From an optimization exercise on the open Yosys and OpenROAD flow, aimed at small area, a short achievable clock period and few clock cycles per item; shortcuts taken in it are not production practice.
RTL that was checked went through simulation tests only; none was proved equivalent to the original.
Only the layout flow was run in runs 2 to 7; the RTL was not checked for function there.
Power figures rest on the tool's default switching activity, not on a simulated workload.

==> flow/design.v <==
`default_nettype none
package life_pkg;
  typedef struct packed {
    logic       valid;
    logic [7:0] data;
  } byte_beat_t;
  typedef enum logic [1:0] {
    OP_NONE,
    OP_RANDOMIZE,
    OP_STEP
  } engine_op_t;
  typedef struct packed {
    logic       valid;
    engine_op_t op;
  } engine_req_t;
  typedef struct packed {
    logic [4-1:0] y;
    logic [5-1:0]  x;
  } cell_addr_t;
  typedef enum logic [2:0] {
    ENG_IDLE,
    ENG_RANDOMIZE,
    ENG_COUNT,
    ENG_COPY,
    ENG_PRINT
  } engine_state_t;
  typedef enum logic [2:0] {PR_IDLE, PR_HOME, PR_CELLS, PR_CR, PR_LF} print_state_t;
endpackage
`default_nettype wire
`timescale 1ns/1ps
`default_nettype none
module conway_top (
  input  logic       clk,
  input  logic       boot_reset,
  input  logic       rx_valid,
  input  logic [7:0] rx_data,
  output logic       rx_ready,
  output logic       tx_valid,
  output logic [7:0] tx_data,
  input  logic       tx_ready
);
  localparam int          L         = 549;  
  localparam int          K         = 35;   
  localparam logic [15:0] LFSR_SEED = 16'hace1;
  localparam logic [15:0] LFSR_TAPS = 16'hb400;
  logic       ph_hdr;
  logic [3:0] ph_y;
  logic [5:0] ph_c;
  logic       nx_hdr;
  logic [3:0] nx_y;
  logic [5:0] nx_c;
  always_comb begin
    nx_hdr = ph_hdr;
    nx_y   = ph_y;
    nx_c   = ph_c + 1'b1;
    if (ph_hdr) begin
      if (ph_c == 6'd4) begin
        nx_hdr = 1'b0;
        nx_y   = 4'd0;
        nx_c   = 6'd0;
      end
    end else if (ph_c == 6'd33) begin
      nx_c = 6'd0;
      if (ph_y == 4'd15) nx_hdr = 1'b1;
      else               nx_y   = ph_y + 1'b1;
    end
  end
  logic is_cell, x0, x31, y0, y15, dead;
  assign is_cell = !ph_hdr && !ph_c[5];
  assign x0   = (ph_c == 6'd0);
  assign x31  = (ph_c == 6'd31);
  assign y0   = (ph_y == 4'd0);
  assign y15  = (ph_y == 4'd15);
  assign dead = ph_hdr && (ph_c == 6'd0);
  logic [L-1:0]  ring;
  logic [K:1]    old;     
  logic [31:0]   lp;      
  logic          cap_u;   
  logic [15:0]   lfsr;
  logic          zero;    
  logic          pass_rand;
  logic          pass_step;
  logic nb_ul, nb_u, nb_ur, nb_l, nb_r, nb_dl, nb_d, nb_dr;
  always_comb begin
    nb_u  = y0 ? ring[39] : old[34];
    nb_ul = y0 ? (x0 ? ring[8] : ring[40]) : (x0 ? old[3] : old[35]);
    nb_ur = x31 ? cap_u : (y0 ? ring[38] : old[33]);
    nb_l  = x0 ? ring[L-31] : old[1];
    nb_r  = x31 ? old[31] : ring[L-1];
    nb_dl = y15 ? lp[30] : (x0 ? ring[L-65] : ring[L-33]);
    nb_d  = y15 ? lp[29] : ring[L-34];
    nb_dr = y15 ? lp[28] : (x31 ? ring[L-3] : ring[L-35]);
  end
  logic [3:0] ncount;
  logic       next_alive;
  logic       cell_val;
  assign ncount = 4'(nb_ul) + 4'(nb_u) + 4'(nb_ur) + 4'(nb_l)
                + 4'(nb_r) + 4'(nb_dl) + 4'(nb_d) + 4'(nb_dr);
  assign next_alive = (ncount == 4'd3) || (ring[0] && ncount == 4'd2);
  assign cell_val   = pass_rand ? lfsr[0] :
                      zero      ? 1'b0    :
                      pass_step ? next_alive : ring[0];
  always_ff @(posedge clk) begin
    ring  <= {ring[L-2:1], cell_val, ring[L-1]};
    old   <= {old[K-1:1], ring[0]};
    lp    <= {lp[30:0], (is_cell && y0) ? ring[0] : lp[31]};
    if (is_cell && x0) cap_u <= nb_u;
  end
  logic       fa;         
  logic       is_auto;    
  logic       running;
  logic [2:0] arm_cnt;    
  logic       nb_hdr;     
  logic [3:0] nb_y;
  logic [5:0] nb_c;
  logic fire, free, accept, is_rand, is_step, is_run, cmd_frame, auto_go, start;
  logic nb_match, load, last_fire, hold;
  logic [7:0] slot_byte;
  assign fire      = tx_valid && tx_ready;
  assign free      = !tx_valid || tx_ready;
  assign accept    = rx_valid && rx_ready;
  assign is_rand   = (rx_data == 8'h30);
  assign is_step   = (rx_data == 8'h31);
  assign is_run    = (rx_data == 8'h20);
  assign cmd_frame = accept && (is_rand || (is_step && !running));
  assign auto_go   = rx_ready && !rx_valid && running && (arm_cnt == 3'd5);
  assign start     = cmd_frame || auto_go;
  assign nb_match  = (nb_hdr == ph_hdr) && (nb_y == ph_y) && (nb_c == ph_c);
  assign load      = fa && free && nb_match && !dead;
  assign last_fire = fire && nb_hdr && (nb_c == 6'd0);
  assign hold      = rx_ready && zero && !running && !start;
  always_comb begin
    if (ph_hdr) begin
      case (ph_c[2:0])
        3'd1:    slot_byte = 8'h1b;
        3'd2:    slot_byte = 8'h5b;
        3'd3:    slot_byte = 8'h3b;
        default: slot_byte = 8'h48;
      endcase
    end else if (!ph_c[5]) begin
      slot_byte = cell_val ? 8'h4f : 8'h20;
    end else if (!ph_c[0]) begin
      slot_byte = 8'h0d;
    end else begin
      slot_byte = 8'h0a;
    end
  end
  always_ff @(posedge clk) begin
    if (pass_rand && is_cell) begin
      lfsr <= {1'b0, lfsr[15:1]} ^ (lfsr[0] ? LFSR_TAPS : 16'h0000);
    end
    if (start || load) begin
      tx_data <= slot_byte;
    end
    if (start || load) begin
      nb_hdr <= nx_hdr;
      nb_y   <= nx_y;
      nb_c   <= nx_c;
    end
    if (boot_reset) begin
      ph_hdr    <= 1'b1;
      ph_y      <= 4'd15;
      ph_c      <= 6'd1;
      fa        <= 1'b0;
      is_auto   <= 1'b0;
      tx_valid  <= 1'b0;
      rx_ready  <= 1'b1;
      running   <= 1'b0;
      arm_cnt   <= 3'd0;
      pass_rand <= 1'b0;
      pass_step <= 1'b0;
      zero      <= 1'b1;
      lfsr      <= LFSR_SEED;
    end else begin
      if (!hold) begin
        ph_hdr <= nx_hdr;
        ph_y   <= nx_y;
        ph_c   <= nx_c;
      end
      if (start) begin
        tx_valid  <= 1'b1;
        fa        <= 1'b1;
        is_auto   <= auto_go;
        pass_rand <= cmd_frame && is_rand;
        pass_step <= !(cmd_frame && is_rand);
        if (cmd_frame && is_rand) zero <= 1'b0;
      end else if (load) begin
        tx_valid <= 1'b1;
      end else if (fire) begin
        tx_valid <= 1'b0;
      end
      if (last_fire) fa <= 1'b0;
      if (dead) begin
        pass_rand <= 1'b0;
        pass_step <= 1'b0;
      end
      if (accept && is_run) begin
        running <= !running;
      end else if (accept && is_step && running) begin
        running <= 1'b0;
      end
      if ((accept && is_run) || (last_fire && is_auto)) begin
        arm_cnt <= 3'd0;
      end else if (dead && arm_cnt != 3'd5) begin
        arm_cnt <= arm_cnt + 1'b1;
      end
      rx_ready <= hold || (dead && !(fa && !last_fire));
    end
  end
endmodule
`default_nettype wire
==> flow/config.mk <==
export PLATFORM = sky130hd
export DESIGN_NAME = conway_top
export DESIGN_NICKNAME = conway_top
export VERILOG_FILES = /design/flow/design.v
export SDC_FILE = /design/flow/constraint.sdc
export NUM_CORES = 4
export LEC_CHECK = 0
export CAP_MARGIN = 20
export CORE_MARGIN = 2
export CORE_UTILIZATION = 40
export PLACE_DENSITY = 0.6
export SLEW_MARGIN = 20
==> flow/run.sh <==
#!/bin/bash
# synth_recipe.tcl (not shown) runs the flow's synth.tcl, then flattens the netlist and writes it again
# the make line also repeats each setting of config.mk as NAME=value (left out here)
make -C /OpenROAD-flow-scripts/flow DESIGN_CONFIG=/design/flow/config.mk WORK_HOME=/design/flow/orfs CLKGATE_MAP_FILE= SYNTH_SCRIPT=/design/flow/synth_recipe.tcl finish
==> flow/constraint.sdc <==
create_clock -name core_clock -period 10.0 [get_ports {clk}]
set_input_delay 2.0000 -clock core_clock [delete_from_list [all_inputs] [get_ports {clk}]]
set_output_delay 2.0000 -clock core_clock [all_outputs]
set_load 0.01 [all_outputs]
==> results of run 1 <==
[layout by cell type (no fill, tap or decap), types with 8 or more instances in the layout]
cell and instances:
a21oi_1 15, clkbuf_1 17, clkbuf_16 58, clkbuf_8 14, clkdlybuf4s50_1 20, dfxtp_1 654, edfxtp_1 19, ha_1 12
inv_1 13, nand2_1 52, nand3_1 13, nor2_1 19, o21ai_0 8, xor2_1 12
[worst paths after layout]
kind                                           start                   end  slack [ps]  depth (start not counted)
worst min-delay path               ring[492]$_DFF_P_     ring[493]$_DFF_P_         320                          0
worst max-delay path            ph_c[0]$_SDFFE_PP1N_  tx_data[1]$_DFFE_PP_        4760                         17
worst max register to register  ph_c[0]$_SDFFE_PP1N_  tx_data[1]$_DFFE_PP_        4760                         17
worst min register to register     ring[492]$_DFF_P_     ring[493]$_DFF_P_         320                          0
[critical path: cells and delay by family, from the launching register on]
| family | cells | cell delay [ps] |
|---|---|---|
| buf+inv | 3 | 230 |
| fa+ha+maj | 6 | 2450 |
| compound gates | 5 | 1040 |
| flops | 1 | 400 |
| simple gates | 3 | 830 |
[through the flow]
step | worst slack (ps) | util (%) | instances
finish | 4760 | 47.1 | 1576
global route | 4320 | 47.1 | 1576
CTS | 4780 | 47.1 | 1576
detailed placement | 4780 | 42.3 | 1475
global placement | 4940 | 42.3 | 1475
floorplan | 5300 | - | 956
[kinds of logic (layout without fill, tap and decap cells)]
family,count (synthesis),in the layout
muxes,11,11
xor gates and xnor gates,19,19
other,1,1
AOI/OAI and AO/OA,66,66
adders and majority gates,16,16
and+or+nand+nor,136,136
buffers and inverters,34,136
DFF,673,673
[state kept, by name, summed over array words and instances (netlist names), 3 cells and up]
register	cells
ring	549
old	35
lp	32
lfsr	16
tx_data	7
nb_c	6
ph_c	6
nb_y	4
ph_y	4
arm_cnt	3
[layer usage]
layer | share of wire [%] | GRT usage (%) | up-vias
li1 | - | - | 3235
met1 | 53 | 14.2 | 2998
met2 | 38 | 12.8 | 111
met3 | 5.3 | 2.76 | 48
met4 | 3.4 | 4.55 | 0
met5 | 0 | 0 | -
[final cells by class]
class                      instances  share of cell area (%)
clock buffer                      89                    9.42
clock inverter                    12                   0.780
inverter                          13                   0.269
tap                              518                    3.58
timing repair buffer              22                    1.19
sequential                       673                    75.4
multi-input combinational        249                    9.40
[report_power, final]
part           internal (W)  switching, W  total [W]
Combinational     0.0000108     0.0000117  0.0000225
Sequential          0.00269    0.00000299    0.00270
Clock               0.00120      0.000909    0.00211
==> impl_metrics.yaml, run 1 <==
run_status:
  status: "finished clean"
yosys:
  synth_area_um2: 15500
  synthSimpleGateAreaFrac_pct: 4.64
  synthFlopType: "dfxtp_1"
  synth-compound-area-share_pct: 3.01
  synthXorXnorAreaFrac_pct: 1.07
  synthTopCellsByCount: "dfxtp_1, nand2_1, edfxtp_1, nor2_1, a21oi_1"
  synth-edff-count: 19
  synth_top_family_by_area: "simple AND/OR/NAND/NOR gates"
  synth_fa_ha_area_share_pct: 1.48
  yosys.area.top_type: "dfxtp_1"
  yosysMostFrequentCell: "dfxtp_1"
  ys_top_cells_by_area: "dfxtp_1, edfxtp_1, nand2_1"
  yosysTopAreaCellShare_pct: 84.4
  yosys_warnings: 1
  ys_ff_latch: 673
  async_flop_share_pct: 0
  synth_area_per_cell_um2: 16.2
  netlist_instances: 956
  ys_seq_area_share_pct: 88.1
  mappedNetlistNets: 984
  ys_types: 64
  synth_mux_area_share_pct: 0.750
die:
  fp.dieW_um: 201
  initial_core_util_pct: 40.3
  num_rows: 72
  boundaryPins: 22
  die-area_um2: 40400
  core_um2: 38500
  die-height_um: 201
finish:
  multi_input_area_um2: 1700
  fill_cells: 3337
  final_area_um2: 18100
  ff_latch_area_um2: 13700
  diodes: 0
  area_growth_pct: 16.8
  nNetsFinal: 1045
  drive_gt1_share_pct: 9.64
timing:
  slew_violations: 0
  finalSetupViolCount: 0
  slew_headroom_pct: 41.2
  period_minus_slack_ps: 5240
  worstMarginPinSlew_ps: 881
  finalClockSkew_ps: 10.3
  fmaxAchievable_mhz: 191
  rsz0062_at_grt: "no"
  hold_viol: 0
  post-route-period-util_pct: 52.4
  setup_tns_ps: 0
  whs_ps: 319
place:
  gp_congestion: 0.809
  place_area_um2: 16300
  dp_hpwl_um: 9850
  port_buffers: 20
pwr:
  peakVddDrop_uv: 154
  leakage_nw: 7.17
  total_power_w: 0.00483
  power_density_nw_per_um2: 266
route:
  initialDrtViolationCount: 264
  avgViaCountPerCell: 4.06
  post-route-drc-count: 0
  antenna_left: 0
  dr_total_vias: 6392
  routedWlPerCell_um: 12.0
  dr.pass1.iters: 4
  wl_um: 18800
clock_network:
  clk_latency_ps: 580
  clockRootBuffer: "clkbuf_16"
  tritoncts: "built"
  clk_path_buf_depth: 3
  cts.sinks: 673
  htreeDepth: 2
  clkTransAtPathRegs_ps: 60
  post_cts_buffers: 0
  postCtsHoldBufs: 0
  cts_buffers: 58
  ctsResizeCount: 0
critical_path:
  max_stage_delay_ps: 540
  cp_max_fo: 9
  critPathArrivalTime_ps: 5560
  crit_top_cell: "fa_1"
  slowest_stage: "fa_1"
  crit_required_ps: 10320
  crit_type: "reg -> reg"
  cp-end-kind: "flop"
  start_kind: "flop"
  crit_chain: "inv_1 -> ha_1 -> nor3b_1 -> nand2_1 -> a211oi_1 -> a21oi_1 -> fa_1 -> inv_1 -> fa_1 -> fa_1 -> inv_1 -> ha_1 -> fa_1 -> nand4b_1 -> o221ai_1 -> a221oi_1 -> o21ai_0"
grt:
  grt_pass1_vias: 6372
  grt.total_usage_pct: 9.61
  overflow: 0
  antenna_found_initial: 0
  grt_max_degree: 26
  grt_pass1_wl_um: 31900
worst_hold_path:
  hp-class: "reg -> reg"
job:
  drv_cap: 0
Testbench counts, summed over its fixed seeds: cycles 52,704, frames 96.
==> inputs of run 2 (changes only) <==
--- a/flow/design.v
+++ b/flow/design.v
@@ -42,3 +42,3 @@
   localparam int          L         = 549;  
-  localparam int          K         = 35;   
+  localparam int          K         = 34;   
   localparam logic [15:0] LFSR_SEED = 16'hace1;
@@ -82,22 +82,42 @@
   logic          pass_step;
+  logic n_x0, n_x31, n_y0, n_y15;
+  assign n_x0  = ph_hdr ? (ph_c == 6'd4) : (ph_c == 6'd33);
+  assign n_x31 = !ph_hdr && (ph_c == 6'd30);
+  assign n_y0  = ph_hdr || (y0 && ph_c != 6'd33);
+  assign n_y15 = !ph_hdr && (ph_c == 6'd33 ? (ph_y == 4'd14) : y15);
   logic nb_ul, nb_u, nb_ur, nb_l, nb_r, nb_dl, nb_d, nb_dr;
   always_comb begin
-    nb_u  = y0 ? ring[39] : old[34];
-    nb_ul = y0 ? (x0 ? ring[8] : ring[40]) : (x0 ? old[3] : old[35]);
-    nb_ur = x31 ? cap_u : (y0 ? ring[38] : old[33]);
-    nb_l  = x0 ? ring[L-31] : old[1];
-    nb_r  = x31 ? old[31] : ring[L-1];
-    nb_dl = y15 ? lp[30] : (x0 ? ring[L-65] : ring[L-33]);
-    nb_d  = y15 ? lp[29] : ring[L-34];
-    nb_dr = y15 ? lp[28] : (x31 ? ring[L-3] : ring[L-35]);
-  end
-  logic [3:0] ncount;
-  logic       next_alive;
+    nb_u  = n_y0 ? ring[38] : old[33];
+    nb_ul = n_y0 ? (n_x0 ? ring[7] : ring[39]) : (n_x0 ? old[2] : old[34]);
+    nb_ur = n_x31 ? cap_u : (n_y0 ? ring[37] : old[32]);
+    nb_l  = n_x0 ? ring[L-32] : ring[0];
+    nb_r  = n_x31 ? old[30] : ring[L-2];
+    nb_dl = n_y15 ? lp[29] : (n_x0 ? ring[L-66] : ring[L-34]);
+    nb_d  = n_y15 ? lp[28] : ring[L-35];
+    nb_dr = n_y15 ? lp[27] : (n_x31 ? ring[L-4] : ring[L-36]);
+  end
+  function automatic logic [4:0] count4(input logic a, b, c, d);
+    logic pa, qa, pb, qb;
+    pa = a ^ b;
+    qa = a & b;
+    pb = c ^ d;
+    qb = c & d;
+    count4[0] = !(a | b | c | d);
+    count4[1] = (pa ^ pb) && !qa && !qb;
+    count4[2] = (qa && !pb && !qb) || (qb && !pa && !qa) || (pa && pb);
+    count4[3] = (qa && pb) || (qb && pa);
+    count4[4] = qa && qb;
+  endfunction
+  logic [4:0] cnt_a, cnt_b;
+  logic       eq2, eq3, next_alive, nxt_alive;
   logic       cell_val;
-  assign ncount = 4'(nb_ul) + 4'(nb_u) + 4'(nb_ur) + 4'(nb_l)
-                + 4'(nb_r) + 4'(nb_dl) + 4'(nb_d) + 4'(nb_dr);
-  assign next_alive = (ncount == 4'd3) || (ring[0] && ncount == 4'd2);
+  assign cnt_a = count4(nb_ul, nb_u, nb_ur, nb_l);
+  assign cnt_b = count4(nb_r, nb_dl, nb_d, nb_dr);
+  assign eq2 = (cnt_a[0] && cnt_b[2]) || (cnt_a[1] && cnt_b[1]) || (cnt_a[2] && cnt_b[0]);
+  assign eq3 = (cnt_a[0] && cnt_b[3]) || (cnt_a[1] && cnt_b[2]) ||
+               (cnt_a[2] && cnt_b[1]) || (cnt_a[3] && cnt_b[0]);
+  assign next_alive = eq3 || (ring[L-1] && eq2);
   assign cell_val   = pass_rand ? lfsr[0] :
                       zero      ? 1'b0    :
-                      pass_step ? next_alive : ring[0];
+                      pass_step ? nxt_alive : ring[0];
   always_ff @(posedge clk) begin
@@ -106,3 +126,4 @@
     lp    <= {lp[30:0], (is_cell && y0) ? ring[0] : lp[31]};
-    if (is_cell && x0) cap_u <= nb_u;
+    if (n_x0) cap_u <= nb_u;
+    nxt_alive <= next_alive;
   end
==> impl_metrics.yaml, run 2 <==
yosys:
  ys_seq_area_share_pct: 87.2
  synthFlopType: "dfxtp_1"
  yosys.area.top_type: "dfxtp_1"
  netlist_instances: 989
  ys_types: 62
  synth_area_um2: 15700
  ys_ff_latch: 673
  synth_area_per_cell_um2: 15.8
  mappedNetlistNets: 1019
  async_flop_share_pct: 0
  yosysMostFrequentCell: "dfxtp_1"
  synthTopCellsByCount: "dfxtp_1, nand2_1, nand3_1"
  ys_top_cells_by_area: "dfxtp_1, edfxtp_1, ha_1"
  yosys_warnings: 1
  yosysTopAreaCellShare_pct: 83.6
  synth-edff-count: 19
pwr:
  peakVddDrop_uv: 121
  power_density_nw_per_um2: 266
  leakage_nw: 7.31
grt:
  grt_use_met2_pct: 12.4
  antenna_found_initial: 0
  overflow: 0
  grt_max_degree: 23
  grt_pass1_wl_um: 32700
  grt_pass1_vias: 6566
  grt.total_usage_pct: 9.61
  met1_usage_pct: 14.6
  grtUsageMet3_pct: 2.71
  grt-busiest-layer: "met1"
worst_hold_path:
  hp-class: "reg -> reg"
route:
  antenna_left: 0
  avgViaCountPerCell: 4.05
  initialDrtViolationCount: 275
  dr_total_vias: 6546
  dr.pass1.iters: 4
  wl_um: 18700
  post-route-drc-count: 0
  routedWlPerCell_um: 11.5
finish:
  final_cells: 1618
  layout_commonest_cell: "dfxtp_1"
  reg_top3: "ring x549, old x34, lp x32"
  nNetsFinal: 1082
  diodes: 0
  drive_gt1_share_pct: 9.64
  final_cell_mix: "dfxtp_1, clkbuf_16, nand2_1, nand3_1, nor2_1"
  fill_cells: 3270
  largest_reg_flops: 549
  area_growth_pct: 17.2
  largest_register: "ring"
clock_network:
  ctsResizeCount: 0
  cts.sinks: 673
  clockRootBuffer: "clkbuf_16"
  postCtsHoldBufs: 0
  clkTransAtPathRegs_ps: 60
  post_cts_buffers: 0
  clk_path_buf_depth: 3
  clk_latency_ps: 580
  tritoncts: "built"
  cts_buffers: 59
  htreeDepth: 2
die:
  initial_core_util_pct: 40.5
  boundaryPins: 22
  core_um2: 38600
  num_rows: 72
  fp.dieW_um: 202
  die-height_um: 202
  die-area_um2: 40800
critical_path:
  crit_chain: "clkdlybuf4s50_1 -> and4bb_1 -> nand4_1 -> a21o_1 -> nand3_1"
  critPathArrivalTime_ps: 3920
  crit_family: "simple AND/OR/NAND/NOR gates"
  crit_type: "in -> reg"
  start_kind: "input port"
  max_stage_delay_ps: 640
  cp_max_fo: 18
  slowest_stage: "nand3_1"
  crit_required_ps: 10190
  worst-path-buf-inv: 1
  cp-end-kind: "flop"
timing:
  setup_tns_ps: 0
  slew_headroom_pct: 44.1
  rsz0062_at_grt: "no"
  fmaxAchievable_mhz: 268
  finalClockSkew_ps: 24.2
  hold_viol: 0
  worstMarginPinSlew_ps: 837
  post-route-period-util_pct: 37.3
  period_minus_slack_ps: 3730
  slew_violations: 0
  finalSetupViolCount: 0
place:
  place_inst: 1509
  dp_hpwl_um: 9670
  port_buffers: 20
  gp_congestion: 0.747
run_status:
  status: "finished clean"
job:
  drv_cap: 0
## run 2: changes by cell type after synthesis, sizes merged, moves of 4 or more
cell	previous run	this run
buf	11	6
nor2	19	26
mux2i	6	11
nand3	14	25
fa	4	0
a21oi	15	21
o21ai	9	15
ha	12	18
o211ai	3	7
a31oi	6	1
## run 2: cell type report
type / count / area, µm² / share of cell area, %
Tap cell: 518 / 648 / 3.53
Clock inverter: 19 / 180 / 0.981
Inverter: 17 / 65.1 / 0.354
Multi-Input combinational cell: 280 / 1850 / 10.1
Clock buffer: 90 / 1750 / 9.55
Timing Repair Buffer: 21 / 208 / 1.13
Sequential cell: 673 / 13700 / 74.4
## run 2: final timing paths
check                             from                  endpoint  slack [ps]  cells after the start
hold / removal       ring[396]$_DFF_P_         ring[397]$_DFF_P_         310                      0
setup reg to reg  ph_c[0]$_SDFFE_PP1N_         nxt_alive$_DFF_P_        6510                     13
setup / recovery              rx_valid  tx_data[4]$_SDFFCE_PN0P_        6270                      5
hold reg to reg      ring[396]$_DFF_P_         ring[397]$_DFF_P_         310                      0
## run 2: power breakdown
group | leakage [nW] | internal [W] | switching, W | total [W]
Clock | 0.956 | 0.00126 | 0.000916 | 0.00218
Sequential | 5.44 | 0.00269 | 0.000000969 | 0.00269
Combinational | 0.923 | 0.00000769 | 0.00000790 | 0.0000156
## run 2: kinds of logic after synthesis
family | count (synthesis) | synth area share (%)
other cells | 1 | 0.0239
fa+ha+maj | 18 | 1.44
xor+xnor | 19 | 1.06
simple gates | 153 | 5.08
buf+inv | 36 | 0.990
flops | 673 | 87.2
mux | 15 | 1.07
compound gates | 74 | 3.14
## run 2: routing by layer
layer | wire (µm) | vias up | share of wire, %
met1 | 10100 | 3013 | 54
met2 | 6870 | 108 | 37
met5 | 0 | - | 0
met4 | 761 | 0 | 4.1
met3 | 913 | 60 | 4.9
li1 | - | 3365 | -
## run 2: through the flow
step           worst slack [ps]  hold WS [ps]  total power, W  utilization [%]  area, µm²
3_3_place_gp               5710           311         0.00277             42.5      16400
4_1_cts                    6280           308         0.00496             47.5      18400
3_5_place_dp               5670           312         0.00277             42.5      16400
2_1_floorplan              6420           310         0.00276                -      15700
5_1_grt                    6100           303         0.00508             47.5      18400
6_report                   6270           307         0.00489             47.5      18400
==> inputs of run 3 (changes only) <==
--- a/flow/design.v
+++ b/flow/design.v
@@ -67,6 +67,5 @@
   end
-  logic is_cell, x0, x31, y0, y15, dead;
+  logic is_cell, y0, y15, dead;
+  logic hold;   
   assign is_cell = !ph_hdr && !ph_c[5];
-  assign x0   = (ph_c == 6'd0);
-  assign x31  = (ph_c == 6'd31);
   assign y0   = (ph_y == 4'd0);
@@ -83,6 +82,2 @@
   logic n_x0, n_x31, n_y0, n_y15;
-  assign n_x0  = ph_hdr ? (ph_c == 6'd4) : (ph_c == 6'd33);
-  assign n_x31 = !ph_hdr && (ph_c == 6'd30);
-  assign n_y0  = ph_hdr || (y0 && ph_c != 6'd33);
-  assign n_y15 = !ph_hdr && (ph_c == 6'd33 ? (ph_y == 4'd14) : y15);
   logic nb_ul, nb_u, nb_ur, nb_l, nb_r, nb_dl, nb_d, nb_dr;
@@ -127,2 +122,13 @@
     if (n_x0) cap_u <= nb_u;
+    if (boot_reset) begin
+      n_x0  <= 1'b0;
+      n_x31 <= 1'b0;
+      n_y0  <= 1'b1;
+      n_y15 <= 1'b0;
+    end else if (!hold) begin
+      n_x0  <= ph_hdr ? (ph_c == 6'd3) : (ph_c == 6'd32);
+      n_x31 <= !ph_hdr && (ph_c == 6'd29);
+      n_y0  <= ph_hdr || (y0 && !ph_c[5]);
+      n_y15 <= !ph_hdr && (ph_c[5] ? (ph_y == 4'd14) : y15);
+    end
     nxt_alive <= next_alive;
@@ -137,3 +143,3 @@
   logic fire, free, accept, is_rand, is_step, is_run, cmd_frame, auto_go, start;
-  logic nb_match, load, last_fire, hold;
+  logic nb_match, load, last_fire;
   logic [7:0] slot_byte;
@@ -172,6 +178,6 @@
     end
-    if (start || load) begin
+    if (rx_ready || load) begin
       tx_data <= slot_byte;
     end
-    if (start || load) begin
+    if (rx_ready || load) begin
       nb_hdr <= nx_hdr;
==> impl_metrics.yaml, run 3 <==
run_status:
  status: "finished clean"
critical_path:
  crit_type: "in -> reg"
  start_kind: "input port"
  cp_max_fo: 17
  r2r_start: "ph_c[0]$_SDFFE_PP1N_"
  rrSetupSlack_ps: 7390
  crit_required_ps: 10490
  rr_worst_depth: 6
  cp-end-kind: "flop"
  critPathArrivalTime_ps: 4080
  crit_start: "rx_data[2]"
timing:
  slew_headroom_pct: 44.9
  slew_violations: 0
  finalClockSkew_ps: 21.0
  hold_viol: 0
  worstMarginPinSlew_ps: 826
  finalSetupViolCount: 0
  rsz0062_at_grt: "no"
  post-route-period-util_pct: 35.9
  fmaxAchievable_mhz: 279
  period_minus_slack_ps: 3590
  setup_tns_ps: 0
worst_hold_path:
  hp-class: "reg -> reg"
  min-delay-start: "lp[15]$_DFF_P_"
  min_path_cells: 0
clock_network:
  clkTransAtPathRegs_ps: 60
  clk_latency_ps: 580
  ctsResizeCount: 0
  cts_buffers: 58
  post_cts_buffers: 0
  cts.sinks: 677
  htreeDepth: 2
  clockRootBuffer: "clkbuf_16"
  postCtsHoldBufs: 0
  clk_path_buf_depth: 3
  tritoncts: "built"
yosys:
  mappedNetlistNets: 1030
  synth_area_per_cell_um2: 15.8
  ys_top_cells_by_area: "dfxtp_1, edfxtp_1, ha_1"
  ys_types: 61
  synthFlopType: "dfxtp_1"
  yosys_warnings: 1
  synth_area_um2: 15800
  yosysMostFrequentCell: "dfxtp_1"
  synth_top_family_by_area: "simple AND/OR/NAND/NOR gates"
  async_flop_share_pct: 0
  synthSimpleGateAreaFrac_pct: 4.98
  synth_mux_area_share_pct: 1.00
  netlist_instances: 999
  ys_ff_latch: 677
  synth_fa_ha_area_share_pct: 1.51
  synth-edff-count: 19
  synthTopCellsByCount: "dfxtp_1, nand2_1, nor2_1"
  yosys.area.top_type: "dfxtp_1"
  synthXorXnorAreaFrac_pct: 1.00
  ys_seq_area_share_pct: 87.2
  yosysTopAreaCellShare_pct: 83.5
  synth-compound-area-share_pct: 3.25
finish:
  reg_top3: "ring x549, old x34, lp x32"
  fin_util_pct: 48.0
  fill_cells: 3320
  final_cell_mix: "dfxtp_1, clkbuf_16, nand2_1, nor2_1"
  diodes: 0
  largest_register: "ring"
  final_area_um2: 18600
  largest_reg_flops: 549
  drive_gt1_share_pct: 10.6
  nNetsFinal: 1090
  layout_commonest_cell: "dfxtp_1"
  area_growth_pct: 17.9
die:
  fp.dieW_um: 203
  die-area_um2: 41000
  initial_core_util_pct: 40.7
  core_um2: 38700
  num_rows: 72
  boundaryPins: 22
  die-height_um: 203
route:
  avgViaCountPerCell: 4.12
  dr_total_vias: 6690
  initialDrtViolationCount: 261
  routedWlPerCell_um: 11.9
  post-route-drc-count: 0
  wl_um: 19300
  dr.pass1.iters: 4
  antenna_left: 0
place:
  gp_congestion: 0.779
  place_area_um2: 16500
  dp_hpwl_um: 10000
  port_buffers: 20
pwr:
  peakVddDrop_uv: 135
  power_density_nw_per_um2: 270
  leakage_nw: 7.42
job:
  drv_cap: 0
grt:
  grt_pass1_vias: 6787
  overflow: 0
  grt_max_degree: 29
  grt.total_usage_pct: 9.89
  grt_pass1_wl_um: 33400
  antenna_found_initial: 1
==> run 3: power breakdown <==
group / switching, W / total (W) / internal, W
sequential: 0.00000183 / 0.00271 / 0.00271
clock: 0.000931 / 0.00229 / 0.00136
combinational: 0.0000104 / 0.0000198 / 0.00000936
total: 0.000943 / 0.00502 / 0.00408
==> run 3: layout make-up <==
type | count | area [µm²] | area share, %
well taps | 518 | 648 | 3.49
clock inverters | 25 | 320 | 1.72
inverters | 19 | 71.3 | 0.384
flip-flops and latches | 677 | 13700 | 73.9
multi-input cells | 281 | 1870 | 10.1
clock buffers | 82 | 1720 | 9.27
repair buffers | 22 | 215 | 1.16
==> run 3: path summary, 6_finish.rpt <==
kind,end
hold reg to reg,lp[16]$_DFF_P_
setup reg to reg,nb_y[2]$_DFFE_PP_
hold / removal,lp[16]$_DFF_P_
setup / recovery,n_y15$_SDFFE_PP0N_
==> run 3: cell families (layout without fill, tap and decap cells) <==
logic type                 Yosys count  in the layout
other                                1              1
buffers and inverters               41            148
muxes                               14             14
and+or+nand+nor                    152            152
AOI/OAI and AO/OA                   77             77
xor gates and xnor gates            18             18
adders and majority gates           19             19
DFF                                677            677
==> run 3: routing by layer <==
layer | wire [µm] | global-route usage [%] | vias up
li1 | - | - | 3400
met1 | 10400 | 14.6 | 3123
met2 | 7400 | 13.2 | 119
met3 | 1000 | 2.91 | 48
met4 | 568 | 4.67 | 0
met5 | 0 | 0 | -
==> run 3: worst max-delay path, stage by stage <==
cell and delay (ps):
clkdlybuf4s50_1 420, nor4b_2 600, a311oi_4 360, or4_1 550
a21oi_1 140
==> run 3: stage by stage <==
| step | hold slack [ps] | std cells | setup slack (ps) | power, W |
|---|---|---|---|---|
| final | 314 | 1624 | 6410 | 0.00502 |
| after global routing | 321 | 1624 | 6290 | 0.00521 |
| after CTS | 303 | 1624 | 6270 | 0.00509 |
| after detailed placement | 312 | 1517 | 5690 | 0.00279 |
| after global placement | 312 | 1517 | 5780 | 0.00279 |
| after floorplan | 310 | 999 | 6630 | 0.00278 |
==> inputs of run 4 (changes only) <==
--- a/flow/config.mk
+++ b/flow/config.mk
@@ -9,4 +9,6 @@
 export CORE_MARGIN = 2
-export CORE_UTILIZATION = 40
-export PLACE_DENSITY = 0.6
+export CORE_UTILIZATION = 60
+export CTS_CLUSTER_DIAMETER = 50
+export CTS_CLUSTER_SIZE = 24
+export PLACE_DENSITY = 0.75
 export SLEW_MARGIN = 20
==> impl_metrics.yaml, run 4 <==
clock_network:
  clkTransAtPathRegs_ps: 90
  tritoncts: "built"
  ctsResizeCount: 0
  clk_path_buf_depth: 3
  postCtsHoldBufs: 0
  post_cts_buffers: 0
  clockRootBuffer: "clkbuf_16"
  htreeDepth: 2
  clk_latency_ps: 530
  cts_buffers: 40
  cts.sinks: 677
route:
  dr.pass1.iters: 4
  initialDrtViolationCount: 360
  wl_met2_um: 8020
  antenna_left: 0
  met1_length_um: 10100
  wl_um: 19400
  avgViaCountPerCell: 4.68
  post-route-drc-count: 0
  routed.top_layer: "met4"
  routedWlPerCell_um: 13.9
  dr_total_vias: 6504
  wl_met3_um: 874
pwr:
  peakVddDrop_uv: 191
  leakage_nw: 6.98
  power_density_nw_per_um2: 248
critical_path:
  cp-end-kind: "flop"
  worst-path-buf-inv: 1
  rr_worst_depth: 6
  start_kind: "input port"
  crit_chain: "clkdlybuf4s50_1 -> nor4b_2 -> a311oi_4 -> or4_1 -> a21oi_1"
  max_stage_delay_ps: 610
  crit_required_ps: 10450
  critPathArrivalTime_ps: 4070
  r2r-end: "tx_data[2]$_SDFFCE_PP0P_"
  cp_max_fo: 17
  rrSetupSlack_ps: 7330
  r2r_start: "ph_c[0]$_SDFFE_PP1N_"
  crit_family: "simple AND/OR/NAND/NOR gates"
  crit_type: "in -> reg"
  slowest_stage: "nor4b_2"
worst_hold_path:
  min-delay-start: "ring[300]$_DFF_P_"
  min_path_cells: 0
  hold_end: "ring[301]$_DFF_P_"
  hp-class: "reg -> reg"
grt:
  grt_max_degree: 29
  grt_pass1_vias: 6361
  antenna_found_initial: 0
  grt.total_usage_pct: 14.3
  grt_pass1_wl_um: 32300
  overflow: 0
timing:
  setup_tns_ps: 0
  slew_violations: 0
  finalClockSkew_ps: 20.5
  fmaxAchievable_mhz: 276
  period_minus_slack_ps: 3620
  worstMarginPinSlew_ps: 880
  setup_slack_ps: 6380
  rsz0062_at_grt: "no"
  slew_headroom_pct: 41.3
  finalSetupViolCount: 0
  post-route-period-util_pct: 36.2
  whs_ps: 323
  hold_viol: 0
yosys:
  netlist_instances: 999
  synth_area_um2: 15800
  synthFlopType: "dfxtp_1"
  synth_area_per_cell_um2: 15.8
  ys_types: 61
  yosys_warnings: 1
  synthTopCellsByCount: "dfxtp_1, nand2_1, nor2_1"
  yosysTopAreaCellShare_pct: 83.5
  ys_seq_area_share_pct: 87.2
  ys_ff_latch: 677
  synth-edff-count: 19
  mappedNetlistNets: 1030
  ys_top_cells_by_area: "dfxtp_1, edfxtp_1, ha_1"
  async_flop_share_pct: 0
  yosysMostFrequentCell: "dfxtp_1"
  yosys.area.top_type: "dfxtp_1"
die:
  core_um2: 25900
  die-height_um: 166
  boundaryPins: 22
  initial_core_util_pct: 60.9
  num_rows: 59
  die-area_um2: 27600
  fp.dieW_um: 166
place:
  gp_congestion: 0.832
  pre_cts_ws_ps: 5800
  port_buffers: 20
  dp_hpwl_um: 10300
finish:
  diodes: 0
  layout_commonest_cell: "dfxtp_1"
  area_growth_pct: 11.0
  fill_cells: 1720
  largest_register: "ring"
  reg_top3: "ring x549, old x34, lp x32"
  final_cell_mix: "dfxtp_1, nand2_1, clkbuf_16, nor2_1"
  largest_reg_flops: 549
  fin_util_pct: 67.5
  drive_gt1_share_pct: 7.01
  nNetsFinal: 1071
run_status:
  status: "finished clean"
job:
  drv_cap: 0
[run 4: cell counts after synthesis]
Identical to the previous run, type by type.
[run 4: cells by family after synthesis]
| logic type | share of synthesized area, % |
|---|---|
| compound gates | 3.25 |
| xor+xnor | 1.00 |
| fa+ha+maj | 1.51 |
| buf+inv | 1.09 |
| flops | 87.2 |
| mux | 1.00 |
| other cells | 0.0238 |
| simple gates | 4.98 |
[run 4: cell type report]
| type | count | area [µm²] | area share (%) |
|---|---|---|---|
| Sequential cell | 677 | 13700 | 78.5 |
| Inverter | 19 | 71.3 | 0.407 |
| Timing Repair Buffer | 21 | 208 | 1.19 |
| Clock buffer | 45 | 1070 | 6.12 |
| Multi-Input combinational cell | 281 | 1870 | 10.7 |
| Clock inverter | 13 | 119 | 0.679 |
| Tap cell | 335 | 419 | 2.39 |
[run 4: per-stage QoR]
stage	instances	total power (W)	cell area, µm²
after detailed placement	1333	0.00279	16300
after floorplan	999	0.00278	15800
after CTS	1391	0.00439	17500
final	1391	0.00434	17500
after global placement	1333	0.00279	16300
after global routing	1391	0.00449	17500
[run 4: power by group]
group	switching (W)	internal, W
Combinational	0.0000102	0.00000932
Sequential	0.00000168	0.00271
Clock	0.000827	0.000784
Total	0.000839	0.00350
[run 4: how the worst max path moves through the flow]
stage               slack [ps]                    to  startpoint  cells past startpoint
CTS                       6340    n_y15$_SDFFE_PP0N_  rx_data[2]                      5
detailed placement        5800    n_y15$_SDFFE_PP0N_  rx_data[2]                      5
global placement          5850  ph_y[1]$_SDFFE_PP1N_  rx_data[3]                      5
finish                    6380    n_y15$_SDFFE_PP0N_  rx_data[2]                      5
global route              6250    n_y15$_SDFFE_PP0N_  rx_data[2]                      5
floorplan                 6630  ph_c[5]$_SDFFE_PP0N_  rx_data[3]                      5
[run 4: per-layer routing]
layer / track usage (%) / up-vias
met2: 20.9 / 99
met5: 0 / -
met4: 4.91 / 0
met3: 2.93 / 33
met1: 21.5 / 3040
li1: - / 3332
==> inputs of run 5 (changes only) <==
--- a/flow/design.v
+++ b/flow/design.v
@@ -157,3 +157,3 @@
   assign last_fire = fire && nb_hdr && (nb_c == 6'd0);
-  assign hold      = rx_ready && zero && !running && !start;
+  assign hold      = rx_ready && zero && !running && !rx_valid;
   always_comb begin
==> impl_metrics.yaml, run 5 <==
run_status:
  status: "finished clean"
die:
  die-height_um: 166
  core_um2: 25900
  boundaryPins: 22
  die-area_um2: 27600
  fp.dieW_um: 166
  initial_core_util_pct: 60.8
  num_rows: 59
critical_path:
  crit_family: "buffers and inverters"
  critPathArrivalTime_ps: 4110
  cp_max_fo: 26
  cp-end-kind: "flop"
  max_stage_delay_ps: 910
  worst-path-buf-inv: 2
  start_kind: "input port"
  crit_type: "in -> reg"
  crit_chain: "clkdlybuf4s50_1 -> inv_1 -> o311ai_0 -> a211oi_1"
  slowest_stage: "clkdlybuf4s50_1"
  crit_required_ps: 10450
pwr:
  peakVddDrop_uv: 241
  p_seq_share_pct: 61.0
  p_sw_share_pct: 20.2
  comb_power_share_pct: 1.9
  leakage_nw: 7.01
  power_density_nw_per_um2: 256
  p_int_w: 0.00359
  clkPwrFrac_pct: 37.1
  switchingPower_w: 0.000911
clock_network:
  cts.sinks: 677
  tritoncts: "built"
  postCtsHoldBufs: 0
  clk_latency_ps: 550
  ctsResizeCount: 0
  htreeDepth: 2
  cts_buffers: 38
  post_cts_buffers: 0
  clockRootBuffer: "clkbuf_16"
  clkTransAtPathRegs_ps: 90
  clk_path_buf_depth: 3
finish:
  largest_register: "ring"
  layout_commonest_cell: "dfxtp_1"
  reg_top3: "ring x549, old x34, lp x32"
  diodes: 0
  nNetsFinal: 1073
  largest_reg_flops: 549
  area_growth_pct: 11.4
  final_cell_mix: "dfxtp_1, nand2_1, clkbuf_16, nor2_1, a21oi_1"
  drive_gt1_share_pct: 6.42
yosys:
  netlist_instances: 1002
  synth_area_per_cell_um2: 15.7
  yosysTopAreaCellShare_pct: 83.6
  ys_ff_latch: 677
  ys_top_cells_by_area: "dfxtp_1, edfxtp_1, ha_1"
  ys_seq_area_share_pct: 87.2
  async_flop_share_pct: 0
  yosysMostFrequentCell: "dfxtp_1"
  mappedNetlistNets: 1033
  synthFlopType: "dfxtp_1"
  synth-edff-count: 19
  synth_area_um2: 15800
  yosys_warnings: 1
  yosys.area.top_type: "dfxtp_1"
  ys_types: 55
  synthTopCellsByCount: "dfxtp_1, nand2_1, nor2_1"
route:
  antenna_left: 0
  met1_length_um: 10100
  dr_total_vias: 6577
  avgViaCountPerCell: 4.72
  wl_met3_um: 866
  wl_um: 20100
  initialDrtViolationCount: 457
  routed.top_layer: "met4"
  dr.pass1.iters: 6
  post-route-drc-count: 0
  wl_met2_um: 8790
  routedWlPerCell_um: 14.4
place:
  dp_hpwl_um: 10700
  port_buffers: 20
  gp_congestion: 0.836
grt:
  grt_pass1_wl_um: 33800
  antenna_found_initial: 0
  grt_max_degree: 27
  grt.total_usage_pct: 15.0
  overflow: 0
  grt_pass1_vias: 6670
timing:
  post-route-period-util_pct: 36.6
  period_minus_slack_ps: 3660
  slew_headroom_pct: 34.3
  hold_viol: 0
  worstMarginPinSlew_ps: 982
  whs_ps: 320
  finalSetupViolCount: 0
  fmaxAchievable_mhz: 273
  finalClockSkew_ps: 16.3
  slew_violations: 0
  setup_tns_ps: 0
  rsz0062_at_grt: "no"
worst_hold_path:
  hp-class: "reg -> reg"
job:
  drv_cap: 0
[run 5: metrics by stage]
stage	cell area [µm²]	setup slack, ps	total power, W	instances	utilization (%)
after floorplan	15800	6750	0.00285	1002	-
after global placement	16300	5780	0.00289	1337	62.9
after detailed placement	16300	5790	0.00289	1337	62.9
after CTS	17500	6340	0.00455	1394	67.7
after global routing	17500	6150	0.00465	1394	67.7
final	17500	6340	0.00450	1394	67.7
[run 5: routing by layer]
| layer | GRT usage, % | up-vias |
|---|---|---|
| li1 | - | 3348 |
| met1 | 22.2 | 3098 |
| met2 | 22.7 | 101 |
| met3 | 3.50 | 30 |
| met4 | 4.05 | 0 |
| met5 | 0 | - |
[run 5: final timing paths]
kind	start	end	slack, ps	cells past startpoint
setup / recovery	boot_reset	arm_cnt[1]$_SDFFE_PP0P_	6340	4
hold / removal	ring[224]$_DFF_P_	ring[225]$_DFF_P_	320	0
setup reg to reg	ph_c[0]$_SDFFE_PP1N_	tx_data[4]$_SDFFCE_PN0P_	7230	6
hold reg to reg	ring[224]$_DFF_P_	ring[225]$_DFF_P_	320	0
[run 5: worst reg2reg max path, stage by stage (launching register included)]
cell,delay [ps]
dfxtp_1,620
inv_1,190
ha_1,250
and3b_1,250
a211oi_1,290
nand4_1,140
nand2b_1,650
[run 5: layout make-up]
class	count	area, µm²
clock buffer	42	997
fill	1712	8360
sequential	677	13700
tap	335	419
clock inverter	15	245
multi-input combinational	285	1860
inverter	18	67.6
timing repair buffer	22	215
[run 5: cells by family (layout without fill, tap and decap cells)]
family | after synthesis | in the layout | share of synthesized area [%]
adders and majority gates | 19 | 19 | 1.51
and+or+nand+nor | 157 | 157 | 5.03
AOI/OAI and AO/OA | 75 | 75 | 3.14
xor gates and xnor gates | 19 | 19 | 1.06
DFF | 677 | 677 | 87.2
muxes | 14 | 14 | 1.01
buffers and inverters | 40 | 97 | 1.02
other | 1 | 1 | 0.0238
[run 5: power by group through the flow]
stage	Clock (W)	Sequential [W]	Combinational, W
after floorplan	0	0.00280	0.0000515
after global placement	0	0.00281	0.0000828
after detailed placement	0	0.00281	0.0000841
after CTS	0.00172	0.00274	0.0000846
after global routing	0.00181	0.00275	0.0000933
final	0.00167	0.00274	0.0000849
==> inputs of run 6 (changes only) <==
--- a/flow/config.mk
+++ b/flow/config.mk
@@ -9,6 +9,6 @@
 export CORE_MARGIN = 2
-export CORE_UTILIZATION = 60
-export CTS_CLUSTER_DIAMETER = 50
-export CTS_CLUSTER_SIZE = 24
-export PLACE_DENSITY = 0.75
+export CORE_UTILIZATION = 70
+export CTS_CLUSTER_DIAMETER = 60
+export CTS_CLUSTER_SIZE = 32
+export PLACE_DENSITY = 0.85
 export SLEW_MARGIN = 20
==> impl_metrics.yaml, run 6 <==
run_status:
  status: "finished clean"
finish:
  area_growth_pct: 8.69
  ff_latch_area_um2: 13700
  largest_register: "ring"
  final_cell_mix: "dfxtp_1, nand2_1, nor2_1, clkbuf_16, a21oi_1"
  diodes: 0
  fin_util_pct: 78.0
  fill_cells: 1079
  reg_top3: "ring x549, old x34, lp x32"
  multi_input_area_um2: 1860
  layout_commonest_cell: "dfxtp_1"
  drive_gt1_share_pct: 5.36
  largest_reg_flops: 549
  nNetsFinal: 1063
timing:
  hold_viol: 0
  fmaxAchievable_mhz: 252
  worstMarginPinSlew_ps: 1160
  slew_headroom_pct: 22.1
  finalClockSkew_ps: 31.5
  rsz0062_at_grt: "no"
  whs_ps: 325
  post-route-period-util_pct: 39.7
  finalSetupViolCount: 0
  period_minus_slack_ps: 3970
  setup_tns_ps: 0
  slew_violations: 0
  setup_slack_ps: 6030
yosys:
  async_flop_share_pct: 0
  ys_ff_latch: 677
  synthXorXnorAreaFrac_pct: 1.06
  ys_top_cells_by_area: "dfxtp_1, edfxtp_1, ha_1"
  synth_area_um2: 15800
  synth_mux_area_share_pct: 1.01
  synthSimpleGateAreaFrac_pct: 5.03
  ys_seq_area_share_pct: 87.2
  netlist_instances: 1002
  synth_fa_ha_area_share_pct: 1.51
  yosys.area.top_type: "dfxtp_1"
  synth-edff-count: 19
  yosys_warnings: 1
  yosysMostFrequentCell: "dfxtp_1"
  synth_area_per_cell_um2: 15.7
  synthFlopType: "dfxtp_1"
  mappedNetlistNets: 1033
  synth-compound-area-share_pct: 3.14
  ys_types: 55
  synth_top_family_by_area: "simple AND/OR/NAND/NOR gates"
  synthTopCellsByCount: "dfxtp_1, nand2_1, nor2_1"
  yosysTopAreaCellShare_pct: 83.6
grt:
  grt.total_usage_pct: 20.5
  overflow: 0
  grt_pass1_wl_um: 37800
  grt_pass1_vias: 6919
  antenna_found_initial: 0
  grt_max_degree: 33
worst_hold_path:
  hp-class: "reg -> reg"
  min-delay-start: "ring[392]$_DFF_P_"
clock_network:
  clk_path_buf_depth: 3
  tritoncts: "built"
  clkTransAtPathRegs_ps: 110
  clk_latency_ps: 580
  postCtsHoldBufs: 0
  htreeDepth: 1
  cts_buffers: 28
  post_cts_buffers: 0
  ctsResizeCount: 0
  cts.sinks: 677
  clockRootBuffer: "clkbuf_16"
place:
  port_buffers: 20
  dp_hpwl_um: 12400
  pre_cts_ws_ps: 5550
  gp_congestion: 0.830
route:
  post-route-drc-count: 0
  initialDrtViolationCount: 368
  dr_total_vias: 6704
  routedWlPerCell_um: 17.9
  dr.pass1.iters: 4
  antenna_left: 0
  wl_um: 23700
  avgViaCountPerCell: 5.06
pwr:
  clkPwrFrac_pct: 32.7
  peakVddDrop_uv: 208
  p_seq_share_pct: 65.2
  power_density_nw_per_um2: 246
  total_power_w: 0.00421
  p_sw_share_pct: 21.0
  comb_power_share_pct: 2.1
  switchingPower_w: 0.000883
  p_int_w: 0.00333
  leakage_nw: 6.85
critical_path:
  crit_start: "boot_reset"
  crit_required_ps: 10480
  cp-end-kind: "flop"
  r2r_start: "ph_c[0]$_SDFFE_PP1N_"
  cp_max_fo: 26
  crit_type: "in -> reg"
  critPathArrivalTime_ps: 4450
  start_kind: "input port"
die:
  fp.dieW_um: 154
  boundaryPins: 22
  num_rows: 54
  core_um2: 22000
  die-area_um2: 23700
  initial_core_util_pct: 71.8
  die-height_um: 154
job:
  drv_cap: 0
## run 6: changes by cell type in the layout (fill, tap and decap cells not counted), moves of 2 or more
| cell | delta |
|---|---|
| clkinv_4 | +2 |
| clkinv_8 | -3 |
| clkbuf_16 | -11 |
| bufinv_16 | -3 |
| inv_8 | +3 |
| clkbuf_1 | -2 |
| inv_6 | -2 |
## run 6: area by class of cell
| class | count | area share (%) |
|---|---|---|
| Clock buffer | 30 | 4.25 |
| Clock inverter | 12 | 0.928 |
| Inverter | 18 | 0.394 |
| Multi-Input combinational cell | 285 | 10.9 |
| Sequential cell | 677 | 80.2 |
| Tap cell | 280 | 2.05 |
| Timing Repair Buffer | 22 | 1.26 |
## run 6: worst paths after layout
path / slack, ps / to / cells after the start
min: 330 / ring[393]$_DFF_P_ / 0
max reg2reg: 7270 / tx_data[5]$_DFFE_PP_ / 6
max: 6030 / arm_cnt[1]$_SDFFE_PP0P_ / 4
min reg2reg: 330 / ring[393]$_DFF_P_ / 0
## run 6: logic make-up after synthesis
| group | after synthesis |
|---|---|
| other | 1 |
| and+or+nand+nor | 157 |
| xor gates and xnor gates | 19 |
| muxes | 14 |
| adders and majority gates | 19 |
| AOI/OAI and AO/OA | 75 |
| buffers and inverters | 40 |
| DFF | 677 |
## run 6: worst max-delay path, cell delays in order
cell	delay (ps)
clkdlybuf4s50_1	1010
inv_1	690
o311ai_0	420
a211oi_1	330
## run 6: power by group through the flow
stage	Combinational [W]	Clock, W	Sequential (W)
after floorplan	0.0000515	0	0.00280
after global placement	0.0000814	0	0.00281
after detailed placement	0.0000844	0	0.00281
after CTS	0.0000864	0.00140	0.00275
after global routing	0.0000947	0.00148	0.00275
final	0.0000871	0.00138	0.00275
## run 6: through the flow
step / cell area (µm²) / std cells
after floorplan: 15800 / 1002
after global placement: 16200 / 1282
after detailed placement: 16200 / 1282
after CTS: 17100 / 1324
after global routing: 17100 / 1324
final: 17100 / 1324
## run 6: metal layers
layer	global-route usage [%]	vias to the layer above	wire length (µm)	share of wire, %
met3	3.13	58	951	4.0
met2	33.5	152	11100	47
met5	0	-	0	0
li1	-	3323	-	-
met1	28.9	3171	11000	47
met4	6.01	0	653	2.8
==> inputs of run 7 (changes only) <==
==> flow/flow/run.sh (new file) <==
#!/bin/bash
# The standard ORFS layout (the standard.sh, unchanged synthesis and steps),
# with one change: the port buffers that global placement inserts on every input
# and output are buf_4 cells instead of the flow's default choice.
# The full make/tool output goes to standard.log in the work folder.
set -euo pipefail
bash standard.sh finish "BUFFER_PORTS_ARGS=-buffer_cell sky130_fd_sc_hd__buf_4" > standard.log 2>&1
==> flow/standard.sh (new file) <==
#!/bin/bash
# synth_recipe.tcl (not shown) runs the flow's synth.tcl, then flattens the netlist and writes it again
# the make line also repeats each setting of config.mk as NAME=value (left out here)
make -C /OpenROAD-flow-scripts/flow DESIGN_CONFIG=/design/flow/config.mk WORK_HOME=/design/flow/orfs CLKGATE_MAP_FILE= SYNTH_SCRIPT=/design/flow/synth_recipe.tcl "${@:-finish}"
--- a/flow/config.mk
+++ b/flow/config.mk
@@ -9,6 +9,6 @@
 export CORE_MARGIN = 2
-export CORE_UTILIZATION = 70
-export CTS_CLUSTER_DIAMETER = 60
-export CTS_CLUSTER_SIZE = 32
-export PLACE_DENSITY = 0.85
+export CORE_UTILIZATION = 60
+export CTS_CLUSTER_DIAMETER = 50
+export CTS_CLUSTER_SIZE = 24
+export PLACE_DENSITY = 0.75
 export SLEW_MARGIN = 20
removed: flow/run.sh
==> impl_metrics.yaml, run 7 <==
yosys:
  yosys.area.top_type: "dfxtp_1"
  ys_types: 55
  synth_area_um2: 15800
  mappedNetlistNets: 1033
  synthTopCellsByCount: "dfxtp_1, nand2_1, nor2_1"
  ys_seq_area_share_pct: 87.2
  ys_top_cells_by_area: "dfxtp_1, edfxtp_1, ha_1"
  netlist_instances: 1002
  ys_ff_latch: 677
  synth-edff-count: 19
  yosysMostFrequentCell: "dfxtp_1"
  async_flop_share_pct: 0
  yosys_warnings: 1
  yosysTopAreaCellShare_pct: 83.6
  synthFlopType: "dfxtp_1"
  synth_area_per_cell_um2: 15.7
critical_path:
  cp-end-kind: "output pin"
  critPathArrivalTime_ps: 1080
  crit_family: "flip-flops"
  crit_type: "reg -> out"
  crit_chain: "buf_4"
  cp_max_fo: 6
  rrSetupSlack_ps: 7310
  start_kind: "flop"
  crit_required_ps: 8000
  slowest_stage: "dfxtp_1"
  worst-path-buf-inv: 1
  max_stage_delay_ps: 410
route:
  avgViaCountPerCell: 4.71
  wl_um: 19800
  dr_total_vias: 6545
  routedWlPerCell_um: 14.2
  initialDrtViolationCount: 417
  dr.pass1.iters: 5
  antenna_left: 0
  post-route-drc-count: 0
finish:
  reg_top3: "ring x549, old x34, lp x32"
  largest_reg_flops: 549
  nNetsFinal: 1072
  layout_commonest_cell: "dfxtp_1"
  drive_gt1_share_pct: 7.95
  fin_util_pct: 67.0
  largest_register: "ring"
  fill_cells: 1760
  area_growth_pct: 10.2
  final_cell_mix: "dfxtp_1, nand2_1, clkbuf_16, nor2_1, a21oi_1"
  diodes: 0
die:
  num_rows: 59
  die-area_um2: 27600
  core_um2: 25900
  fp.dieW_um: 166
  die-height_um: 166
  initial_core_util_pct: 60.8
  boundaryPins: 22
timing:
  setup_tns_ps: 0
  finalClockSkew_ps: 16.6
  rsz0062_at_grt: "no"
  setup_slack_ps: 6920
  fmaxAchievable_mhz: 325
  whs_ps: 315
  period_minus_slack_ps: 3080
  post-route-period-util_pct: 30.8
  finalSetupViolCount: 0
  worstMarginPinSlew_ps: 1040
  slew_headroom_pct: 29.8
  slew_violations: 0
  hold_viol: 0
clock_network:
  cts.sinks: 677
  ctsResizeCount: 0
  clkTransAtPathRegs_ps: 90
  clk_path_buf_depth: 3
  tritoncts: "built"
  clk_latency_ps: 530
  postCtsHoldBufs: 0
  htreeDepth: 2
  post_cts_buffers: 0
  cts_buffers: 38
  clockRootBuffer: "clkbuf_16"
grt:
  overflow: 0
  grt_pass1_vias: 6588
  grt.total_usage_pct: 14.7
  antenna_found_initial: 0
  grt_pass1_wl_um: 33300
  grt_max_degree: 27
worst_hold_path:
  hp-class: "reg -> reg"
job:
  drv_cap: 0
place:
  port_buffers: 20
  gp_congestion: 0.851
  pre_cts_ws_ps: 6370
  dp_hpwl_um: 10400
pwr:
  power_density_nw_per_um2: 252
  leakage_nw: 6.98
  peakVddDrop_uv: 181
run_status:
  status: "finished clean"
## run 7: path summary, 6_finish.rpt
check,from,end,cells past startpoint
worst max-delay path,rx_ready$_SDFF_PP1_,rx_ready,1
worst min-delay path,ring[511]$_DFF_P_,ring[512]$_DFF_P_,0
worst max register to register,ph_c[0]$_SDFFE_PP1N_,tx_data[6]$_DFFE_PP_,6
worst min register to register,ring[511]$_DFF_P_,ring[512]$_DFF_P_,0
## run 7: logic make-up after synthesis
group / synth area share [%]
AOI/OAI and AO/OA: 3.14
other: 0.0238
xor gates and xnor gates: 1.06
DFF: 87.2
buffers and inverters: 1.02
adders and majority gates: 1.51
and+or+nand+nor: 5.03
muxes: 1.01
## run 7: power breakdown
part	internal, W	total [W]	switching [W]
registers	0.00273	0.00274	0.0000168
logic	0.0000343	0.0000793	0.0000450
clock network	0.000752	0.00156	0.000806
## run 7: final cells by class
type | count | area [µm²] | share of cell area (%)
inverter | 18 | 67.6 | 0.389
sequential | 677 | 13700 | 79.1
timing repair buffer | 21 | 158 | 0.908
tap | 335 | 419 | 2.41
clock inverter | 13 | 121 | 0.699
clock buffer | 42 | 997 | 5.74
multi-input combinational | 285 | 1860 | 10.7
## run 7: stage by stage
step | power, W | cells | instance area (µm²)
2_1_floorplan | 0.00285 | 1002 | 15800
3_3_place_gp | 0.00288 | 1336 | 16200
3_5_place_dp | 0.00289 | 1336 | 16200
4_1_cts | 0.00443 | 1391 | 17400
5_1_grt | 0.00453 | 1391 | 17400
6_report | 0.00438 | 1391 | 17400
## run 7: per-layer routing
metal | routed length [µm] | GRT usage (%) | share of wire (%) | vias up
li1 | - | - | - | 3333
met1 | 9990 | 22.0 | 51 | 3044
met2 | 8400 | 21.8 | 42 | 126
met3 | 911 | 2.76 | 4.6 | 42
met4 | 467 | 5.07 | 2.4 | 0
met5 | 0 | 0 | 0 | -
==> inputs of run 8 (changes only) <==
--- a/flow/design.v
+++ b/flow/design.v
@@ -122,13 +122,6 @@
     if (n_x0) cap_u <= nb_u;
-    if (boot_reset) begin
-      n_x0  <= 1'b0;
-      n_x31 <= 1'b0;
-      n_y0  <= 1'b1;
-      n_y15 <= 1'b0;
-    end else if (!hold) begin
-      n_x0  <= ph_hdr ? (ph_c == 6'd3) : (ph_c == 6'd32);
-      n_x31 <= !ph_hdr && (ph_c == 6'd29);
-      n_y0  <= ph_hdr || (y0 && !ph_c[5]);
-      n_y15 <= !ph_hdr && (ph_c[5] ? (ph_y == 4'd14) : y15);
-    end
+    n_x0  <= !hold && (ph_hdr ? (ph_c == 6'd3) : (ph_c == 6'd32));
+    n_x31 <= !hold && !ph_hdr && (ph_c == 6'd29);
+    n_y0  <= hold || ph_hdr || (y0 && !ph_c[5]);
+    n_y15 <= !hold && !ph_hdr && (ph_c[5] ? (ph_y == 4'd14) : y15);
     nxt_alive <= next_alive;
@@ -186,2 +179,13 @@
     end
+    if (start) begin
+      is_auto   <= auto_go;
+      pass_step <= !(cmd_frame && is_rand);
+    end else if (dead) begin
+      pass_step <= 1'b0;
+    end
+    if (!running || (last_fire && is_auto)) begin
+      arm_cnt <= 3'd0;
+    end else if (dead && arm_cnt != 3'd5) begin
+      arm_cnt <= arm_cnt + 1'b1;
+    end
     if (boot_reset) begin
@@ -191,3 +195,2 @@
       fa        <= 1'b0;
-      is_auto   <= 1'b0;
       tx_valid  <= 1'b0;
@@ -195,5 +198,3 @@
       running   <= 1'b0;
-      arm_cnt   <= 3'd0;
       pass_rand <= 1'b0;
-      pass_step <= 1'b0;
       zero      <= 1'b1;
@@ -209,5 +210,3 @@
         fa        <= 1'b1;
-        is_auto   <= auto_go;
         pass_rand <= cmd_frame && is_rand;
-        pass_step <= !(cmd_frame && is_rand);
         if (cmd_frame && is_rand) zero <= 1'b0;
@@ -219,6 +218,3 @@
       if (last_fire) fa <= 1'b0;
-      if (dead) begin
-        pass_rand <= 1'b0;
-        pass_step <= 1'b0;
-      end
+      if (dead) pass_rand <= 1'b0;
       if (accept && is_run) begin
@@ -228,7 +224,2 @@
       end
-      if ((accept && is_run) || (last_fire && is_auto)) begin
-        arm_cnt <= 3'd0;
-      end else if (dead && arm_cnt != 3'd5) begin
-        arm_cnt <= arm_cnt + 1'b1;
-      end
       rx_ready <= hold || (dead && !(fa && !last_fire));
--- a/flow/config.mk
+++ b/flow/config.mk
@@ -10,4 +10,4 @@
 export CORE_UTILIZATION = 60
-export CTS_CLUSTER_DIAMETER = 50
-export CTS_CLUSTER_SIZE = 24
+export CTS_CLUSTER_DIAMETER = 60
+export CTS_CLUSTER_SIZE = 30
 export PLACE_DENSITY = 0.75
==> impl_metrics.yaml, run 8 <==
clock_network:
  postCtsHoldBufs: 0
  clk_path_buf_depth: 3
  cts.sinks: 677
  post_cts_buffers: 0
  clk_latency_ps: 570
  cts_buffers: 29
  htreeDepth: 1
  clkTransAtPathRegs_ps: 110
  tritoncts: "built"
  ctsResizeCount: 0
  clockRootBuffer: "clkbuf_16"
yosys:
  synthFlopType: "dfxtp_1"
  synth-edff-count: 21
  ys_top_cells_by_area: "dfxtp_1, edfxtp_1, ha_1"
  yosysMostFrequentCell: "dfxtp_1"
  yosys.area.top_type: "dfxtp_1"
  yosys_warnings: 1
  ys_ff_latch: 677
  ys_types: 65
  mappedNetlistNets: 1029
  yosysTopAreaCellShare_pct: 83.1
  ys_seq_area_share_pct: 87.1
  synthTopCellsByCount: "dfxtp_1, nand2_1, nor2_1"
  synth_area_um2: 15800
  async_flop_share_pct: 0
  netlist_instances: 998
  synth_area_per_cell_um2: 15.8
finish:
  nNetsFinal: 1060
  drive_gt1_share_pct: 7.23
  final_cell_mix: "dfxtp_1, nand2_1, clkbuf_16, nor2_1, inv_1"
  ff_latch_area_um2: 13800
  largest_register: "ring"
  area_growth_pct: 8.69
  reg_top3: "ring x549, old x34, lp x32"
  largest_reg_flops: 549
  layout_commonest_cell: "dfxtp_1"
  diodes: 0
  final_cells: 1373
  multi_input_area_um2: 1830
  fill_cells: 1755
grt:
  antenna_found_initial: 0
  grtUsageMet3_pct: 2.60
  overflow: 0
  grt-busiest-layer: "met1"
  grt_use_met2_pct: 20.4
  met1_usage_pct: 21.1
  grt.total_usage_pct: 13.9
  grt_pass1_vias: 6439
  grt_max_degree: 32
  grt_pass1_wl_um: 32000
route:
  routedWlPerCell_um: 13.8
  wl_um: 18900
  avgViaCountPerCell: 4.65
  antenna_left: 0
  dr.pass1.iters: 5
  initialDrtViolationCount: 383
  post-route-drc-count: 0
  dr_total_vias: 6381
critical_path:
  cp_max_fo: 6
  rrSetupSlack_ps: 7340
  r2r-end: "tx_data[3]$_SDFFCE_PN1P_"
  worst-path-buf-inv: 1
  start_kind: "flop"
  slowest_stage: "dfxtp_1"
  cp-end-kind: "output pin"
  crit_start: "rx_ready$_SDFF_PP1_"
  critPathArrivalTime_ps: 1120
  crit_chain: "buf_4"
  r2r_start: "ph_c[0]$_SDFFE_PP1N_"
  crit_family: "flip-flops"
  crit_type: "reg -> out"
  max_stage_delay_ps: 410
  rr_worst_depth: 6
  crit_required_ps: 8000
pwr:
  leakage_nw: 6.92
  p_sw_share_pct: 20.2
  p_seq_share_pct: 65.1
  clkPwrFrac_pct: 33.1
  p_int_w: 0.00337
  comb_power_share_pct: 1.9
  peakVddDrop_uv: 230
  power_density_nw_per_um2: 245
  switchingPower_w: 0.000849
timing:
  finalSetupViolCount: 0
  slew_headroom_pct: 40.7
  period_minus_slack_ps: 3120
  rsz0062_at_grt: "no"
  hold_viol: 0
  post-route-period-util_pct: 31.2
  finalClockSkew_ps: 10.6
  slew_violations: 0
  worstMarginPinSlew_ps: 882
  fmaxAchievable_mhz: 321
  setup_tns_ps: 0
worst_hold_path:
  min_path_cells: 0
  hp-class: "reg -> reg"
  min-delay-start: "ring[446]$_DFF_P_"
  hold_end: "ring[447]$_DFF_P_"
run_status:
  status: "finished clean"
die:
  fp.dieW_um: 166
  core_um2: 26000
  boundaryPins: 22
  die-area_um2: 27700
  die-height_um: 166
  num_rows: 59
  initial_core_util_pct: 60.8
place:
  port_buffers: 20
  place_inst: 1333
  gp_congestion: 0.846
  dp_hpwl_um: 10200
job:
  drv_cap: 0
## run 8: changes by cell type after synthesis, sizes merged, moves of 3 or more
cell and change:
a21oi -7, buf +12, clkbuf -13, inv +10, nand3 -4, nand4 -7
nor2b -3, o211ai -3, o22ai +4
## run 8: final cells by class
type	instances	share of cell area (%)
well taps	335	2.44
clock buffers	30	4.25
clock inverters	10	1.03
repair buffers	21	0.918
inverters	27	0.590
multi-input cells	273	10.6
flip-flops and latches	677	80.1
## run 8: worst max-delay path by stage
stage               cells after the start                     end  slack (ps)
floorplan                               4  pass_rand$_SDFFE_PP0P_        6820
global placement                        5       nb_y[3]$_DFFE_PP_        6550
detailed placement                      5       nb_y[3]$_DFFE_PP_        6500
CTS                                     1              tx_data[3]        6840
global route                            1                rx_ready        6820
finish                                  1                rx_ready        6880
## run 8: kinds of logic (layout without fill, tap and decap cells)
kind of cell	Yosys count	in the layout	share of synthesized area, %
other	1	1	0.0237
AND/OR/NAND/NOR	148	148	4.89
AO/OA/AOI/OAI	73	73	3.11
adder cells (fa/ha/maj)	19	19	1.50
multiplexers	14	14	0.998
flip-flops	677	677	87.1
buffers and inverters	48	88	1.38
XOR/XNOR	18	18	0.998
## run 8: per-stage QoR
step | cell area [µm²] | hold slack, ps | setup WS, ps | total power (W) | util [%]
CTS | 17200 | 326 | 6840 | 0.00425 | 66.1
finish | 17200 | 327 | 6880 | 0.00422 | 66.1
global route | 17200 | 329 | 6820 | 0.00435 | 66.1
global placement | 16300 | 311 | 6550 | 0.00288 | 62.6
floorplan | 15800 | 310 | 6820 | 0.00286 | -
detailed placement | 16300 | 312 | 6500 | 0.00288 | 62.6
## run 8: power by group through the flow
| stage | Combinational, W | Clock [W] | Sequential, W |
|---|---|---|---|
| 6_report | 0.0000785 | 0.00139 | 0.00274 |
| 4_1_cts | 0.0000787 | 0.00143 | 0.00274 |
| 5_1_grt | 0.0000862 | 0.00152 | 0.00275 |
| 3_5_place_dp | 0.0000778 | 0 | 0.00281 |
| 2_1_floorplan | 0.0000529 | 0 | 0.00280 |
| 3_3_place_gp | 0.0000763 | 0 | 0.00281 |
## run 8: per-layer routing
| metal | routed length [µm] | vias up |
|---|---|---|
| li1 | - | 3283 |
| met1 | 9860 | 2966 |
| met2 | 7740 | 89 |
| met3 | 765 | 43 |
| met4 | 567 | 0 |
| met5 | 0 | - |
Testbench counts of run 8, summed over its fixed seeds: cycles 52,704, frames 96.

port drivers added, routing unchanged:
No port has a modelled driver above. Below, the same layouts with a new extraction and two added sets of constraints.
Step 1: set_driving_cell puts a clkbuf_16 on clk and a buf_2 on each other input, an assumption about the parent block.
Step 2 also shifts input and output timing later by t, the mid clock arrival at the registers, as if the neighbouring blocks saw the same clock.
Three values: ideal, step 1, step 2; two values: the first two.
run | t (ns) | setup slack, ns | hold slack, ns
run 1 | 0.625 | 4.756 / 4.756 / 4.756 | 0.319 / 0.319 / 0.319
run 2 | 0.617 | 6.272 / 6.295 / 5.677 | 0.307 / 0.307 / 0.307
run 3 | 0.623 | 6.411 / 6.389 / 5.815 | 0.314 / 0.314 / 0.314
run 4 | 0.566 | 6.382 / 6.403 / 5.837 | 0.323 / 0.323 / 0.323
run 5 | 0.585 | 6.340 / 6.365 / 5.780 | 0.320 / 0.320 / 0.320
run 6 | 0.618 | 6.029 / 6.053 / 5.435 | 0.325 / 0.325 / 0.325
run 7 | 0.566 | 6.924 / 6.879 / 6.385 | 0.315 / 0.315 / 0.315
run 8 | 0.613 | 6.880 / 6.831 / 6.502 | 0.327 / 0.327 / 0.327
After both steps setup and hold are still met in every run listed. The setup slack of run 3, which loses most, moves by -0.022 ns with the drivers and by -0.596 ns with both steps.
